This design comes from an exercise in tuning for small area on the open sky130 flow, not from production work.
Power and IR drop assume default switching activity.

Design complex_block_correlator_power_top, start of the top module:
module complex_block_correlator_power_top #(
    parameter int SAMPLE_BITS = cbcp_pkg::SAMPLE_BITS_DEF
) (
    input  logic                                i_clk,
    input  logic                                i_rst_n,
    input  logic                                i_in_valid,
    output logic                                o_in_stall,
    input  logic signed [SAMPLE_BITS-1:0]       i_sample_real,
    input  logic signed [SAMPLE_BITS-1:0]       i_sample_imag,
    input  logic                                i_end_of_stream,
    output logic                                o_out_valid,
    input  logic                                i_out_stall,
    output logic [cbcp_pkg::BANK_BITS-1:0]      o_filter_index,
    output logic [cbcp_pkg::POWER_BITS-1:0]     o_block_power,
    output logic                                o_last_result
);
    localparam int W0 = cbcp_pkg::W0;
    localparam int W1 = cbcp_pkg::W1;
    localparam int W2 = cbcp_pkg::W2;
    localparam int W3 = cbcp_pkg::W3;
    localparam int OB = cbcp_pkg::OP_BITS;
    localparam int MB = OB - 1;                
    localparam bit FA_CELLS = 1'b1;            
    logic                          r_in_eos;
    logic                          r_in_new;
    logic [SAMPLE_BITS-1:0]        r_in_re;
    logic [SAMPLE_BITS-1:0]        r_in_im;
    logic [cbcp_pkg::POS_BITS-1:0] r_spos;
    logic                          r_last_eos;
    logic [cbcp_pkg::CTL_BITS-1:0] r_ctl;
    logic [cbcp_pkg::CTL_BITS-1:0] w_ctl_next;
    logic [cbcp_pkg::POS_BITS-1:0] w_pos_next;
    logic [cbcp_pkg::EC_BITS-1:0]  w_ec;
    logic                          w_hold;
    logic                          w_accept;
  ...
Size: about 440 flip-flops, ~86 I/O pins.
==> flow/config.mk <==
export PLATFORM = sky130hd
export DESIGN_NAME = complex_block_correlator_power_top
export DESIGN_NICKNAME = complex_block_correlator_power_top
export VERILOG_FILES = /design/flow/design.v
export SDC_FILE = /design/flow/constraint.sdc
export NUM_CORES = 4
export LEC_CHECK = 0
export CAP_MARGIN = 20
export CORE_MARGIN = 2
export CORE_UTILIZATION = 80
export CTS_BUF_LIST = sky130_fd_sc_hd__clkbuf_8 sky130_fd_sc_hd__clkbuf_16
export CTS_CLUSTER_DIAMETER = 120
export CTS_CLUSTER_SIZE = 30
export SLEW_MARGIN = 20
export SYNTH_HIERARCHICAL = 1
export SYNTH_MINIMUM_KEEP_SIZE = 0
==> flow/constraint.sdc <==
create_clock -name core_clock -period 10.0 [get_ports {i_clk}]
set_input_delay 2.0000 -clock core_clock [delete_from_list [all_inputs] [get_ports {i_clk}]]
set_output_delay 2.0000 -clock core_clock [all_outputs]
set_load 0.01 [all_outputs]
standard.sh (not shown) runs the stock make flow with config.mk's settings and CLKGATE_MAP_FILE= SYNTH_SCRIPT=/design/flow/synth_recipe.tcl, a recipe that flattens the netlist after the stock synthesis.
==> flow/flow/run.sh <==
#!/bin/bash
set -e
export BUFFER_PORTS_ARGS="-buffer_cell sky130_fd_sc_hd__buf_1"
export CTS_ARGS="-sink_clustering_enable -repair_clock_nets -dont_use_dummy_load -sink_clustering_size 30 -sink_clustering_max_diameter 120 -buf_list {sky130_fd_sc_hd__clkbuf_8 sky130_fd_sc_hd__clkbuf_16}"
bash standard.sh > standard.log 2>&1
Then changed:
--- a/flow/design.v
+++ b/flow/design.v
@@ -2341,18 +2341,16 @@
     localparam int OB = cbcp_pkg::OP_BITS;
     localparam int MB = OB - 1;                
     localparam bit FA_CELLS = 1'b1;            
     logic                          r_in_eos;
     logic                          r_in_new;
     logic [SAMPLE_BITS-1:0]        r_in_re;
     logic [SAMPLE_BITS-1:0]        r_in_im;
-    logic [cbcp_pkg::POS_BITS-1:0] r_spos;
-    logic                          r_last_eos;
+    logic [cbcp_pkg::POS_BITS-1:0] r_pos;
     logic [cbcp_pkg::CTL_BITS-1:0] r_ctl;
-    logic [cbcp_pkg::CTL_BITS-1:0] w_ctl_next;
     logic [cbcp_pkg::POS_BITS-1:0] w_pos_next;
     logic [cbcp_pkg::EC_BITS-1:0]  w_ec;
     logic                          w_hold;
     logic                          w_accept;
     logic                          w_load;
     logic                          r_busy;
     assign w_hold     = r_in_eos && r_busy;
@@ -2373,27 +2371,25 @@
             r_in_new <= w_accept;
         end
     end
     always_ff @(posedge i_clk) begin
         r_in_re <= i_sample_real;
         r_in_im <= i_sample_imag;
     end
-    assign w_pos_next = r_last_eos ? '0 : r_spos + 1'b1;
-    assign w_ctl_next = cbcp_pkg::ctl_of(w_pos_next);
+    assign w_pos_next = i_end_of_stream ? '0 : r_pos + 1'b1;
     always_ff @(posedge i_clk) begin
         if (!i_rst_n) begin
-            r_last_eos <= 1'b1;
+            r_pos <= '0;
         end else if (w_accept) begin
-            r_last_eos <= i_end_of_stream;
+            r_pos <= w_pos_next;
         end
     end
     always_ff @(posedge i_clk) begin
         if (w_accept) begin
-            r_spos <= w_pos_next;
-            r_ctl  <= w_ctl_next;
+            r_ctl <= cbcp_pkg::ctl_of(r_pos);
         end
     end
     always_comb begin
         w_ec = '0;
         w_ec[cbcp_pkg::E_K0]     = !r_in_new || r_ctl[cbcp_pkg::C_P0];
         w_ec[cbcp_pkg::E_K0 + 1] = !r_in_new || r_ctl[cbcp_pkg::C_K1];
         w_ec[cbcp_pkg::E_K0 + 2] = !r_in_new || r_ctl[cbcp_pkg::C_K2];
@@ -2461,14 +2457,15 @@
     end
     logic [1:0][W0-1:0]             r_snap0;
     logic [1:0][W1-1:0]             r_snap1;
     logic [1:0][W2-1:0]             r_snap2;
     logic [1:0][W3-1:0]             r_snap3;
     logic [cbcp_pkg::BANK_BITS-1:0] r_idx;
     logic                           r_a_valid;
+    logic [cbcp_pkg::BANK_BITS-1:0] r_a_idx;
     logic [1:0][MB-1:0]             r_a_mag;
     logic                           r_out_valid;
     logic [cbcp_pkg::BANK_BITS-1:0] r_out_idx;
     logic [40:0]                    r_out_half;
     logic                           w_b_adv;
     logic                           w_a_free;
     logic                           w_issue;
@@ -2528,34 +2525,29 @@
             r_a_valid <= 1'b0;
         end else if (w_a_free) begin
             r_a_valid <= w_issue;
         end
     end
     always_ff @(posedge i_clk) begin
         if (w_issue) begin
+            r_a_idx <= r_idx;
             r_a_mag <= w_mag;
         end
     end
     always_ff @(posedge i_clk) begin
         if (!i_rst_n) begin
             r_out_valid <= 1'b0;
         end else if (w_b_adv) begin
             r_out_valid <= r_a_valid;
         end
     end
     always_ff @(posedge i_clk) begin
         if (w_b_adv && r_a_valid) begin
+            r_out_idx  <= r_a_idx;
             r_out_half <= w_sum;
         end
     end
-    always_ff @(posedge i_clk) begin
-        if (!i_rst_n) begin
-            r_out_idx <= cbcp_pkg::LAST_BANK;
-        end else if (w_b_adv && r_a_valid) begin
-            r_out_idx <= r_out_idx + 1'b1;
-        end
-    end
     assign o_out_valid    = r_out_valid;
     assign o_filter_index = r_out_idx;
     assign o_block_power  = {2'b00, r_out_half, 1'b0};
     assign o_last_result  = r_out_idx == cbcp_pkg::LAST_BANK;
 endmodule
=> The new run completed with no timing, DRC or antenna violations. Total power went up by 5.9%. Global-route usage went up by 0.27 points. Worst setup slack got worse by 0.14 ns. Wire length went up by 0.57%. Fmax went down by 1.4%. Hold slack got worse by 0.0038 ns. Critical path depth went down by 2. Sequential cell count went up by 5. Non-clock buffer count went down by 7.
No functional check of the RTL was part of any run of this note.

==> re-timing with driven ports <==
No port has a modelled driver above. Below, the same layouts with a new extraction and two added sets of constraints.
Step 1: set_driving_cell puts a clkbuf_16 on i_clk and a buf_2 on each other input, an assumption about the parent block.
Step 2, shift: input delay + t, output delay - t, t = (earliest + latest rising clock arrival at the registers) / 2. This alone moves slack from input paths to output paths.
Slacks: no drivers / after step 1 / after step 2; pairs: no drivers / after step 1.
run | shift t [ns] | slack for setup (ns) | worst setup path after step 2 | worst data-port slew with drivers (ns) | cell pins on the clock port's net
the first run | 0.597 | 0.547 / 0.547 / 0.547 | register to register | 0.10 | 1
the second run | 0.601 | 0.409 / 0.409 / 0.409 | register to register | 0.04 | 1
After both steps setup and hold are still met in every run listed.
